From an optimization exercise on the open Yosys and OpenROAD flow, aimed at small area, a short achievable clock period and few clock cycles per item; shortcuts taken in it are not production practice.
The RTL was checked by simulation tests, not by an equivalence proof against the original design.
Power and IR drop assume default switching activity.

File: flow/config.mk
export PLATFORM = sky130hd
export DESIGN_NAME = data_mem_mc
export DESIGN_NICKNAME = data_mem_mc
export VERILOG_FILES = /design/flow/design.v
export SDC_FILE = /design/flow/constraint.sdc
export NUM_CORES = 4
export LEC_CHECK = 0
export CAP_MARGIN = 20
export CORE_MARGIN = 2
export CORE_UTILIZATION = 60
export CTS_CLUSTER_DIAMETER = 90
export CTS_CLUSTER_SIZE = 25
export PLACE_DENSITY = 0.72
export SETUP_SLACK_MARGIN = 2.5
export SLEW_MARGIN = 20
File: flow/constraint.sdc
create_clock -name core_clock -period 5.0 [get_ports {clk}]
set_input_delay 1.0000 -clock core_clock [delete_from_list [all_inputs] [get_ports {clk}]]
set_output_delay 1.0000 -clock core_clock [all_outputs]
set_load 0.01 [all_outputs]
File: flow/design.v
module data_mem_mc #(
  parameter int    DATA_W    = 32,
  parameter int    ADDR_W    = 10,
  parameter int    DEPTH     = 128,
  parameter int    LATENCY   = 2,
  parameter        INIT_FILE = ""
) (
  input  logic              clk,
  input  logic              rst,
  input  logic              req_valid_i,
  output logic              req_ready_o,
  input  logic              req_we_i,
  input  logic [ADDR_W-1:0] req_addr_i,
  input  logic [DATA_W-1:0] req_wdata_i,
  output logic              rsp_valid_o,
  input  logic              rsp_ready_i,
  output logic [DATA_W-1:0] rsp_rdata_o,
  output logic [1:0]        rsp_exc_o
);
  localparam int IDX_W = $clog2(DEPTH);
  logic [DATA_W-1:0] mem_q [DEPTH];
  logic              a_valid_q;
  logic              a_we_q;
  logic [1:0]        a_exc_q;
  logic [DEPTH-1:0]  a_sel_q;
  logic [DATA_W-1:0] a_wdata_q;
  logic              q0_valid_q, q1_valid_q, q2_valid_q;
  logic [1:0]        q0_exc_q, q1_exc_q, q2_exc_q;
  logic [DATA_W-1:0] q0_data_q, q1_data_q, q2_data_q;
  logic [1:0]        r_exc_q;
  logic [DATA_W-1:0] r_data_q;
  logic              ready_q;
  logic [1:0]        in_exc;
  logic [IDX_W-1:0]  in_idx;
  logic              accept, take;
  logic [DATA_W-1:0] rd_word, rd_data;
  assign in_exc[0] = |req_addr_i[1:0];
  assign in_exc[1] = req_addr_i[9];
  assign in_idx    = req_addr_i[2 +: IDX_W];
  assign accept = req_valid_i & ready_q;
  assign take   = q0_valid_q & rsp_ready_i;
  always_ff @(posedge clk) begin
    a_we_q    <= req_we_i;
    a_exc_q   <= in_exc;
    a_wdata_q <= req_wdata_i;
    for (int w = 0; w < DEPTH; w++)
      a_sel_q[w] <= ~|in_exc & (in_idx == IDX_W'(w));
  end
  always_ff @(posedge clk) begin
    for (int w = 0; w < DEPTH; w++)
      if (a_valid_q && a_we_q && a_sel_q[w])
        mem_q[w] <= a_wdata_q;
  end
  always_comb begin
    rd_word = '0;
    for (int w = 0; w < DEPTH; w++)
      rd_word = rd_word | (mem_q[w] & {DATA_W{a_sel_q[w]}});
  end
  assign rd_data = rd_word & {DATA_W{~a_we_q}};
  logic       shift;
  logic [1:0] a_pos;           
  logic       q0_v_d, q1_v_d, q2_v_d;
  logic [1:0] n_d;
  assign shift = take;
  always_comb begin
    logic [1:0] left;
    left = {1'b0, q0_valid_q} + {1'b0, q1_valid_q} + {1'b0, q2_valid_q} - {1'b0, shift};
    a_pos = left;
    q0_v_d = (left > 2'd0) | a_valid_q;
    q1_v_d = (left > 2'd1) | (a_valid_q & left >= 2'd1);
    q2_v_d = (left > 2'd2) | (a_valid_q & left >= 2'd2);
  end
  always_ff @(posedge clk) begin
    if (rst) begin
      a_valid_q  <= 1'b0;
      q0_valid_q <= 1'b0;
      q1_valid_q <= 1'b0;
      q2_valid_q <= 1'b0;
      ready_q    <= 1'b1;
    end else begin
      a_valid_q  <= accept;
      q0_valid_q <= q0_v_d;
      q1_valid_q <= q1_v_d;
      q2_valid_q <= q2_v_d;
      ready_q    <= ~(q2_v_d | (q1_v_d & accept));
    end
  end
  logic [1:0]        q0_exc_d;
  logic [DATA_W-1:0] q0_data_d;
  logic              q0_load;
  assign q0_load   = shift | ~q0_valid_q;
  logic r_from_q1, r_from_a;
  assign r_from_q1 = shift & q1_valid_q;
  assign r_from_a  = q0_load & ~r_from_q1;
  assign q0_exc_d  = (shift && q1_valid_q) ? q1_exc_q  : a_exc_q;
  assign q0_data_d = (shift && q1_valid_q) ? q1_data_q : rd_data;
  always_ff @(posedge clk) begin
    if (q0_load) begin
      q0_exc_q  <= q0_exc_d;
      q0_data_q <= q0_data_d;
    end
    if (shift && q2_valid_q) begin
      q1_exc_q  <= q2_exc_q;
      q1_data_q <= q2_data_q;
    end else if (a_pos == 2'd1) begin
      q1_exc_q  <= a_exc_q;
      q1_data_q <= rd_data;
    end
    if (a_pos == 2'd2) begin
      q2_exc_q  <= a_exc_q;
      q2_data_q <= rd_data;
    end
    r_exc_q  <= r_from_q1 ? q1_exc_q  : r_from_a ? a_exc_q : q0_exc_q;
    r_data_q <= r_from_q1 ? q1_data_q : r_from_a ? rd_data : q0_data_q;
  end
  assign req_ready_o = ready_q;
  assign rsp_valid_o = q0_valid_q;
  assign rsp_rdata_o = r_data_q;
  assign rsp_exc_o   = r_exc_q;
endmodule
File: flow/run.sh
#!/bin/bash
# synth_recipe.tcl (not shown) runs the flow's synth.tcl, then flattens the netlist and writes it again
# the make line also repeats each setting of config.mk as NAME=value (left out here)
make -C /OpenROAD-flow-scripts/flow DESIGN_CONFIG=/design/flow/config.mk WORK_HOME=/design/flow/orfs CLKGATE_MAP_FILE= SYNTH_SCRIPT=/design/flow/synth_recipe.tcl finish
==> run notes, run 1 <==
# TYPE chip_impl_metric gauge
chip_impl_metric{name="cts_inserted_buffers",unit=""} 196
chip_impl_metric{name="peak_clock_frequency_supported_by_timing",unit="GHz"} 0.340
chip_impl_info{name="tritoncts",value="built"} 1
chip_impl_metric{name="ctsHoldBuffers",unit=""} 0
chip_impl_metric{name="yosysSeqAreaShare",unit="%"} 83.2
chip_impl_metric{name="floorplan.initialDensity",unit="%"} 60.3
chip_impl_metric{name="grt_pass1_vias",unit=""} 85700
chip_impl_metric{name="gpl.final_weighted_congestion",unit=""} 1.08
chip_impl_metric{name="io_pins",unit=""} 83
chip_impl_metric{name="tritoncts_num_sinks",unit=""} 4400
chip_impl_metric{name="final_min_period_over_clock_period",unit="%"} 58.8
chip_impl_info{name="netlist_top_cells_area",value="sky130_fd_sc_hd__edfxtp_1 81%, sky130_fd_sc_hd__a22oi_1 5.2%, sky130_fd_sc_hd__a22o_1 2.7%"} 1
chip_impl_metric{name="synthToLayoutAreaGrowth",unit="%"} 11.1
chip_impl_metric{name="irDropWorstVdd",unit="V"} 0.000413
chip_impl_metric{name="placementRows",unit=""} 187
chip_impl_metric{name="timing_worst_slew_pin_value",unit="ns"} 1.25
chip_impl_metric{name="overflow",unit=""} 0
chip_impl_metric{name="global_route_wire_length_before_repair",unit="um"} 710000
chip_impl_metric{name="dieArea",unit="sq um"} 265000
chip_impl_metric{name="design_area",unit="sq um"} 174000
chip_impl_info{name="rsz_0062_raised_after_global_routing",value="true"} 1
chip_impl_metric{name="synth.cell_area",unit="sq um"} 156000
chip_impl_metric{name="synth_nets",unit=""} 8206
chip_impl_metric{name="finalNonFillerCells",unit=""} 12000
chip_impl_metric{name="h-tree-depth",unit=""} 4
chip_impl_info{name="crit_path_end_kind",value="register"} 1
chip_impl_metric{name="synth_warnings",unit=""} 2
chip_impl_metric{name="route.detailed.drc",unit=""} 0
chip_impl_metric{name="yosysTopAreaCellShare",unit="%"} 80.6
chip_impl_metric{name="crit_required",unit="ns"} 5.70
chip_impl_metric{name="detailedRoute.firstIterationViolations",unit=""} 18500
chip_impl_metric{name="number_of_distinct_library_cell_variants_in_the_gate_level_netlist_after_synthesis",unit=""} 43
chip_impl_metric{name="floorplan.core_area",unit="sq um"} 259000
chip_impl_metric{name="synth_area_per_cell",unit="sq um"} 19.2
chip_impl_info{name="outcome",value="finished clean"} 1
chip_impl_metric{name="wl_per_cell",unit="um"} 44.4
chip_impl_metric{name="grt_start_max_net_pins",unit=""} 100
chip_impl_metric{name="via_count",unit=""} 92400
chip_impl_metric{name="die_width",unit="um"} 514
chip_impl_metric{name="hpwlAfterDp",unit="um"} 315000
chip_impl_metric{name="synth_edf_count",unit=""} 4198
chip_impl_metric{name="worst_slew_margin_rel",unit="%"} 16.7
chip_impl_metric{name="clock_pin_slew_worst_setup_and_hold_paths",unit="ns"} 0.10
chip_impl_metric{name="finalWirelength",unit="um"} 533000
chip_impl_metric{name="nets",unit=""} 8508
chip_impl_metric{name="synth_seq_cells",unit=""} 4400
chip_impl_metric{name="timing.clock.skew",unit="ns"} 0.0573
chip_impl_metric{name="drt.antenna.violating_nets",unit=""} 0
chip_impl_info{name="setup.worst_path.start_class",value="register"} 1
chip_impl_info{name="root_buffer_cell",value="sky130_fd_sc_hd__clkbuf_16"} 1
chip_impl_metric{name="netlist_instances",unit=""} 8156
chip_impl_metric{name="fin_tns_setup",unit="ns"} 0
chip_impl_metric{name="crit_path_max_fanout",unit=""} 5
chip_impl_metric{name="global_route.usage.total",unit="%"} 39.7
chip_impl_metric{name="clock_tree.buffer_depth",unit=""} 3
chip_impl_metric{name="synth_async_sr_flop_share",unit="%"} 0
chip_impl_metric{name="place_inst",unit=""} 11500
chip_impl_metric{name="final.min_clock_period",unit="ns"} 2.94
chip_impl_metric{name="drt_pass1_iterations",unit=""} 7
chip_impl_metric{name="timing_hold_violations_final",unit=""} 0
chip_impl_metric{name="cp_data_arrival_time",unit="ns"} 3.64
chip_impl_metric{name="timing.max_cap.violations",unit=""} 0
chip_impl_metric{name="power.density",unit="nW/um^2"} 354
chip_impl_metric{name="timing_max_transition_violations_final",unit=""} 0
chip_impl_metric{name="area_taken_by_multi_input_logic_gates",unit="sq um"} 26700
chip_impl_metric{name="layout.filler_cells",unit=""} 16300
chip_impl_metric{name="total_power",unit="mW"} 61.6
chip_impl_info{name="hold_crit_path_type",value="primary input to register"} 1
chip_impl_metric{name="total_leakage_power",unit="nW"} 54.0
chip_impl_metric{name="setup_viol",unit=""} 0
chip_impl_metric{name="grt_antenna_before_repair",unit=""} 39
chip_impl_metric{name="portBuffers",unit=""} 82
chip_impl_metric{name="clock_latency_on_the_worst_skew_pair",unit="ns"} 0.96
chip_impl_metric{name="die_height",unit="um"} 514
chip_impl_info{name="yosys_most_used_dff",value="sky130_fd_sc_hd__edfxtp_1"} 1
chip_impl_metric{name="layout.area.seq",unit="sq um"} 131000
chip_impl_info{name="synth.largest_area_cell",value="sky130_fd_sc_hd__edfxtp_1"} 1
chip_impl_metric{name="final_layout_size_suffix_gt1_share",unit="%"} 18.7
chip_impl_metric{name="post-route-util",unit="%"} 67.0
chip_impl_metric{name="place_area",unit="sq um"} 162000
chip_impl_info{name="worst-setup-path-type",value="register to register"} 1
chip_impl_metric{name="via_per_inst",unit=""} 7.69
==> synth_stat cells (62+ instances only) <==
cell / number
sky130_fd_sc_hd__and3_1: 133
sky130_fd_sc_hd__a22oi_1: 1092
sky130_fd_sc_hd__clkbuf_1: 389
sky130_fd_sc_hd__edfxtp_1: 4198
sky130_fd_sc_hd__nand3_1: 152
sky130_fd_sc_hd__buf_2: 91
sky130_fd_sc_hd__nor2_1: 168
sky130_fd_sc_hd__buf_6: 78
sky130_fd_sc_hd__nand4_1: 283
sky130_fd_sc_hd__a221oi_2: 73
sky130_fd_sc_hd__a221oi_1: 405
sky130_fd_sc_hd__o21ai_1: 62
sky130_fd_sc_hd__nand2_1: 114
sky130_fd_sc_hd__a22o_1: 478
sky130_fd_sc_hd__dfxtp_1: 202
==> worst max-delay path, stage by stage (launching register included) <==
cell and delay (ns):
sky130_fd_sc_hd__dfxtp_4 0.44, sky130_fd_sc_hd__buf_12 0.17, sky130_fd_sc_hd__a22o_1 0.21, sky130_fd_sc_hd__a221oi_2 0.26, sky130_fd_sc_hd__nand4_1 0.38, sky130_fd_sc_hd__nor3_4 0.73, sky130_fd_sc_hd__and4_4 0.42, sky130_fd_sc_hd__o21ai_1 0.07
==> through the flow <==
step           hold WS, ns  worst slack (ns)
3_3_place_gp         0.438             0.445
2_1_floorplan        0.427              2.09
5_1_grt              0.457              2.14
3_5_place_dp         0.440              1.30
6_report             0.466              2.06
4_1_cts              0.437              2.23
==> per-layer routing <==
| metal | global-route usage, % | part of all wire (%) |
|---|---|---|
| met4 | 24.6 | 7.9 |
| met1 | 51.7 | 32 |
| met3 | 15.1 | 17 |
| met2 | 56.7 | 43 |
| met5 | 0 | 0.081 |
==> worst paths after layout <==
check / from / endpoint / slack, ns / cells after the start
max reg2reg: a_sel_q[4] / q1_data_q[14] / 2.06 / 7
min reg2reg: q0_data_q[21] / r_data_q[21] / 0.47 / 2
max: a_sel_q[4] / q1_data_q[14] / 2.06 / 7
min: req_wdata_i[31] / a_wdata_q[31] / 0.47 / 1
==> logic make-up after synthesis <==
kind of cell,synth area share [%]
DFF,83.2
adders and majority gates,0.0288
AOI/OAI and AO/OA,11.3
and+or+nand+nor,3.57
xor gates and xnor gates,0.00560
muxes,0.0128
buffers and inverters,1.83
==> flip-flops by register name, summed over array words and instances (netlist names), 2 cells and up <==
| name | cells |
|---|---|
| mem_q | 4096 |
| a_sel_q | 128 |
| a_wdata_q | 32 |
| q0_data_q | 32 |
| q1_data_q | 32 |
| q2_data_q | 32 |
| r_data_q | 32 |
| a_exc_q | 2 |
| q0_exc_q | 2 |
| q1_exc_q | 2 |
| q2_exc_q | 2 |
| r_exc_q | 2 |
==> final cells by class <==
| cell class | count | area share [%] |
|---|---|---|
| Clock buffer | 301 | 3.07 |
| Multi-Input combinational cell | 3190 | 15.4 |
| Sequential cell | 4400 | 75.1 |
| Inverter | 8 | 0.0245 |
| Clock inverter | 18 | 0.127 |
| Antenna cell | 24 | 0.0346 |
| Timing Repair Buffer | 662 | 3.80 |
| Tap cell | 3402 | 2.45 |
==> placed cells by master, fill, tap and decap left out, drive strengths merged, types with 152 or more instances in the layout <==
master	netlist	layout
dfxtp	202	202
a221oi	478	478
edfxtp	4198	4198
a22o	478	478
buf	177	609
nor2	168	168
a22oi	1092	1092
nand4	283	283
nand3	152	152
clkbuf	389	305
==> power by group <==
| part | switching [mW] | internal, mW | total (mW) |
|---|---|---|---|
| clock network | 11.1 | 7.48 | 18.6 |
| logic | 1.28 | 0.403 | 1.68 |
| registers | 0.465 | 40.8 | 41.3 |
| total | 12.8 | 48.7 | 61.6 |
==> repair_timing <==
item | in CTS | in global routing
resized for setup | 832 | 170
pin swaps | 171 | 122
buffers inserted | 138 | 44
endpoints found under the setup margin | 3997 | 356
cloned | 14 | 4
Testbench counts, summed over its fixed seeds: cycles 32,016, items 32,000.
==> inputs of run 2 (changes only) <==
--- a/flow/design.v
+++ b/flow/design.v
@@ -23,6 +23,7 @@
   logic              a_we_q;
   logic [1:0]        a_exc_q;
   logic [DEPTH-1:0]  a_sel_q;
+  logic [3:0]        a_wr_q;
   logic [DATA_W-1:0] a_wdata_q;
   logic              q0_valid_q, q1_valid_q, q2_valid_q;
   logic [1:0]        q0_exc_q, q1_exc_q, q2_exc_q;
@@ -40,6 +41,14 @@
   assign accept = req_valid_i & ready_q;
   assign take   = q0_valid_q & rsp_ready_i;
   always_ff @(posedge clk) begin
+    if (rst) begin
+      a_wr_q <= '0;
+    end else begin
+      for (int g = 0; g < 4; g++)
+        a_wr_q[g] <= accept & req_we_i & ~|in_exc & (in_idx[IDX_W-1 -: 2] == 2'(g));
+    end
+  end
+  always_ff @(posedge clk) begin
     a_we_q    <= req_we_i;
     a_exc_q   <= in_exc;
     a_wdata_q <= req_wdata_i;
@@ -48,7 +57,7 @@
   end
   always_ff @(posedge clk) begin
     for (int w = 0; w < DEPTH; w++)
-      if (a_valid_q && a_we_q && a_sel_q[w])
+      if (a_wr_q[w / (DEPTH / 4)] && a_sel_q[w])
         mem_q[w] <= a_wdata_q;
   end
   always_comb begin
==> flow/flow/run.sh (new file) <==
#!/bin/bash
# Layout flow: the standard flow (standard.sh) with two changes.
#  1. After floorplanning, the 4096 storage flip-flops are placed as a
#     bit-sliced array (place_mem.tcl): the 128 words of each data bit sit in
#     one block, so each bit's read multiplexer is local. They stay fixed.
#  2. Timing repair may size cells to any footprint (MATCH_CELL_FOOTPRINT=0).
# Each step writes its full output to its own log file in the work folder.
set -euo pipefail
res=orfs/results/${FLOW_PLATFORM}/data_mem_mc/base
bash standard.sh synth > flow_synth.log 2>&1
bash standard.sh MATCH_CELL_FOOTPRINT=0 floorplan > flow_floorplan.log 2>&1
PM_ODB=$res/2_floorplan.odb PM_NBX=4 PM_NBY=8 PM_NC=8 \
  openroad -no_init -exit flow/place_mem.tcl > flow_place_mem.log 2>&1
bash standard.sh MATCH_CELL_FOOTPRINT=0 finish > flow_finish.log 2>&1
==> flow/flow/place_mem.tcl (new file) <==
# Place the storage flip-flops as a bit-sliced array and fix them: the 128
# words of each data bit sit together in one block, so that the read
# multiplexer of each bit is local. Reads and rewrites the floorplan database
# named by PM_ODB; PM_NBX x PM_NBY blocks, PM_NC flip-flops per block row.
set odb $::env(PM_ODB)
read_db $odb
set block [ord::get_db_block]
set core [$block getCoreArea]
set cx0 [$core xMin]; set cy0 [$core yMin]; set cx1 [$core xMax]; set cy1 [$core yMax]
set rows [$block getRows]
set site [[lindex $rows 0] getSite]
set sw [$site getWidth]; set rh [$site getHeight]

# Rows by their y origin.
array set row_of {}
foreach r $rows {
  set o [$r getOrigin]
  set row_of([lindex $o 1]) $r
}
set ys [lsort -integer [array names row_of]]

# Occupied intervals per row (tap cells and anything already placed).
array set occ {}
foreach y $ys { set occ($y) {} }
foreach inst [$block getInsts] {
  if {[$inst getPlacementStatus] eq "NONE" || [$inst getPlacementStatus] eq "UNPLACED"} { continue }
  set bb [$inst getBBox]
  set y [$bb yMin]
  if {[info exists occ($y)]} { lappend occ($y) [list [$bb xMin] [$bb xMax]] }
}

proc free_at {y x w} {
  global occ
  foreach iv $occ($y) {
    if {$x < [lindex $iv 1] && [lindex $iv 0] < $x + $w} { return 0 }
  }
  return 1
}

set NBX $::env(PM_NBX)
set NBY $::env(PM_NBY)
set NC  $::env(PM_NC)
set NR  [expr {128 / $NC}]
set BW [expr {($cx1 - $cx0) / $NBX}]
set BH [expr {($cy1 - $cy0) / $NBY}]
set nrb [expr {$BH / $rh}]
puts "core [expr {($cx1-$cx0)/1000.0}] x [expr {($cy1-$cy0)/1000.0}] um, block [expr {$BW/1000.0}] x [expr {$BH/1000.0}] um, $nrb rows per block"
if {$nrb < $NR} { error "block has $nrb rows, need $NR" }

set placed 0
for {set b 0} {$b < 32} {incr b} {
  set bx [expr {$b % $NBX}]
  set by [expr {$b / $NBX}]
  set bx0 [expr {$cx0 + $bx * $BW}]
  set by0 [expr {$cy0 + $by * $BH}]
  for {set w 0} {$w < 128} {incr w} {
    set name [format {mem_q\[%d\]\[%d\]$_DFFE_PP_} $w $b]
    set inst [$block findInst $name]
    if {$inst eq "NULL"} { error "no instance $name" }
    set iw [[$inst getMaster] getWidth]
    set c [expr {$w % $NC}]
    set k [expr {$w / $NC}]
    set ri [expr {int(($k + 0.5) * $nrb / $NR)}]
    set y [expr {$cy0 + ([expr {($by0 - $cy0) / $rh}] + $ri) * $rh}]
    if {![info exists row_of($y)]} { error "no row at $y" }
    set row $row_of($y)
    set rx0 [lindex [$row getOrigin] 0]
    set xw [expr {$bx0 + int(($c + 0.5) * $BW / $NC) - $iw / 2}]
    set xs [expr {$rx0 + (($xw - $rx0) / $sw) * $sw}]
    set found 0
    for {set d 0} {$d < 200} {incr d} {
      foreach x [list [expr {$xs + $d * $sw}] [expr {$xs - $d * $sw}]] {
        if {$x >= $rx0 && $x + $iw <= $cx1 && [free_at $y $x $iw]} { set found 1; break }
      }
      if {$found} { break }
    }
    if {!$found} { error "no room for $name" }
    $inst setOrient [$row getOrient]
    $inst setLocation $x $y
    $inst setPlacementStatus FIRM
    lappend occ($y) [list $x [expr {$x + $iw}]]
    incr placed
  }
}
puts "placed $placed storage flip-flops"
write_db $odb
==> flow/standard.sh (new file) <==
#!/bin/bash
# synth_recipe.tcl (not shown) runs the flow's synth.tcl, then flattens the netlist and writes it again
# the make line also repeats each setting of config.mk as NAME=value (left out here)
make -C /OpenROAD-flow-scripts/flow DESIGN_CONFIG=/design/flow/config.mk WORK_HOME=/design/flow/orfs CLKGATE_MAP_FILE= SYNTH_SCRIPT=/design/flow/synth_recipe.tcl "${@:-finish}"
removed: flow/run.sh
==> run 2 against run 1 <==
Net effect:
- the run now fails in global routing
- synthesized cell count barely moved
- area after synthesis fell by 0.29%
==> run notes, run 2 <==
# TYPE chip_impl_metric gauge
chip_impl_info{name="outcome",value="stopped before the end"} 1
chip_impl_info{name="outcome.stop_stage",value="global routing"} 1
chip_impl_info{name="error_line",value="[ERROR GRT-0116] Global routing finished with congestion. Check the congestion regions in the DRC Viewer."} 1
chip_impl_metric{name="synth_async_sr_flop_share",unit="%"} 0
chip_impl_metric{name="number_of_distinct_library_cell_variants_in_the_gate_level_netlist_after_synthesis",unit=""} 39
chip_impl_metric{name="placementRows",unit=""} 187
chip_impl_metric{name="place_inst",unit=""} 11400
chip_impl_metric{name="synth_warnings",unit=""} 2
chip_impl_metric{name="synth.cell_area",unit="sq um"} 156000
chip_impl_info{name="yosys-top-cells-count",value="4198 x sky130_fd_sc_hd__edfxtp_1, 1142 x sky130_fd_sc_hd__a22oi_1, 453 x sky130_fd_sc_hd__a22o_1"} 1
chip_impl_metric{name="synth_edf_count",unit=""} 4198
chip_impl_metric{name="hpwlAfterDp",unit="um"} 611000
chip_impl_metric{name="h-tree-depth",unit=""} 4
chip_impl_info{name="synth.most_common_cell",value="sky130_fd_sc_hd__edfxtp_1"} 1
chip_impl_metric{name="overflow",unit=""} 7656
chip_impl_metric{name="die_width",unit="um"} 514
chip_impl_info{name="netlist_top_cells_area",value="sky130_fd_sc_hd__edfxtp_1 81%, sky130_fd_sc_hd__a22oi_1 5.5%, sky130_fd_sc_hd__dfxtp_1 2.6%"} 1
chip_impl_metric{name="tritoncts_num_sinks",unit=""} 4404
chip_impl_metric{name="die_height",unit="um"} 514
chip_impl_metric{name="synth_nets",unit=""} 8212
chip_impl_metric{name="pre_cts_slack",unit="ns"} 1.05
chip_impl_metric{name="grt_pass1_vias",unit=""} 135000
chip_impl_info{name="yosys_most_used_dff",value="sky130_fd_sc_hd__edfxtp_1"} 1
chip_impl_metric{name="gpl.final_weighted_congestion",unit=""} 1.20
chip_impl_metric{name="clock_tree.buffer_depth",unit=""} 3
chip_impl_metric{name="yosysTopAreaCellShare",unit="%"} 80.9
chip_impl_metric{name="cts_inserted_buffers",unit=""} 194
chip_impl_metric{name="synth_area_per_cell",unit="sq um"} 19.1
chip_impl_metric{name="floorplan.initialDensity",unit="%"} 60.2
chip_impl_metric{name="synth_seq_cells",unit=""} 4404
chip_impl_metric{name="netlist_instances",unit=""} 8162
chip_impl_metric{name="global_route_wire_length_before_repair",unit="um"} 1620000
chip_impl_metric{name="global_route.usage.total",unit="%"} 95.5
chip_impl_metric{name="yosysSeqAreaShare",unit="%"} 83.5
chip_impl_metric{name="portBuffers",unit=""} 82
chip_impl_info{name="synth.largest_area_cell",value="sky130_fd_sc_hd__edfxtp_1"} 1
chip_impl_info{name="root_buffer_cell",value="sky130_fd_sc_hd__clkbuf_16"} 1
chip_impl_metric{name="grt_start_max_net_pins",unit=""} 129
chip_impl_metric{name="io_pins",unit=""} 83
==> run 2: cell count changes after synthesis, sizes merged, moves of 5 or more <==
cell / previous run / this run
and3: 137 / 6
and2: 0 / 128
a22oi: 1092 / 1142
buf: 177 / 141
a221oi: 478 / 453
a22o: 478 / 453
clkbuf: 389 / 413
nand3: 152 / 159
nand2: 114 / 119
==> run 2: layer usage <==
| layer | overflow | track usage [%] |
|---|---|---|
| met1 | 1417 | 93.5 |
| met2 | 3645 | 102 |
| met3 | 809 | 91.5 |
| met4 | 1687 | 95.0 |
| met5 | 98 | 82.3 |
==> run 2: what timing repair did <==
item | CTS
hold buffers | 0
pin swaps | 84
endpoints found under the setup margin | 1513
gates cloned | 63
buffers inserted | 442
resized for setup | 570
==> run 2: cell families after synthesis <==
group	Yosys count	synth area share, %
xor gates and xnor gates	1	0.00562
muxes	2	0.0128
AOI/OAI and AO/OA	2155	11.2
adders and majority gates	3	0.0289
DFF	4404	83.5
buffers and inverters	561	1.69
and+or+nand+nor	1036	3.57
==> run 2: metrics by stage <==
step	util (%)	cell area, sq um
detailed placement	62.4	162000
CTS	67.5	175000
floorplan	-	156000
global placement	62.4	162000
==> run 2: worst max-delay path by stage <==
stage	from	end	slack [ns]
after floorplan	rsp_ready_i	q2_data_q[0]	2.14
after global placement	req_addr_i[1]	a_sel_q[45]	0.95
after detailed placement	rsp_ready_i	r_data_q[4]	1.05
after CTS	a_sel_q[80]	q0_data_q[5]	2.39
==> run 2: power by group through the flow <==
| stage | combinational (mW) | sequential, mW | clock (mW) |
|---|---|---|---|
| floorplan | 0.507 | 42.1 | 0 |
| detailed placement | 1.25 | 42.3 | 0 |
| CTS | 1.62 | 41.5 | 18.3 |
| global placement | 1.25 | 42.4 | 0 |
Testbench counts of run 2, summed over its fixed seeds: cycles 32,016, items 32,000.

afterwards: timing with drivers on the ports:
No port has a modelled driver above. Below, the same layout with a new extraction and two added sets of constraints.
Step 1, drivers: a clkbuf_16 drives clk and a buf_2 each remaining input, both assumed.
Step 2 times the ports against the registers' clock, not the clock port: input delays grow and output delays shrink by t, the midpoint of the rising clock arrivals with the driver on.
Three values: ideal, step 1, step 2; two values: the first two.
run: run 1
shift t [ns]: 1.028
slack for setup (ns): 2.062 / 2.062 / 1.594
worst hold slack (ns): 0.466 / 0.390 / 0.467
worst data-port slew with drivers (ns): 0.20
After both steps run 1 still meets setup and hold. The setup slack of run 1 moves by 0.000 ns with the drivers and by -0.468 ns with both steps.
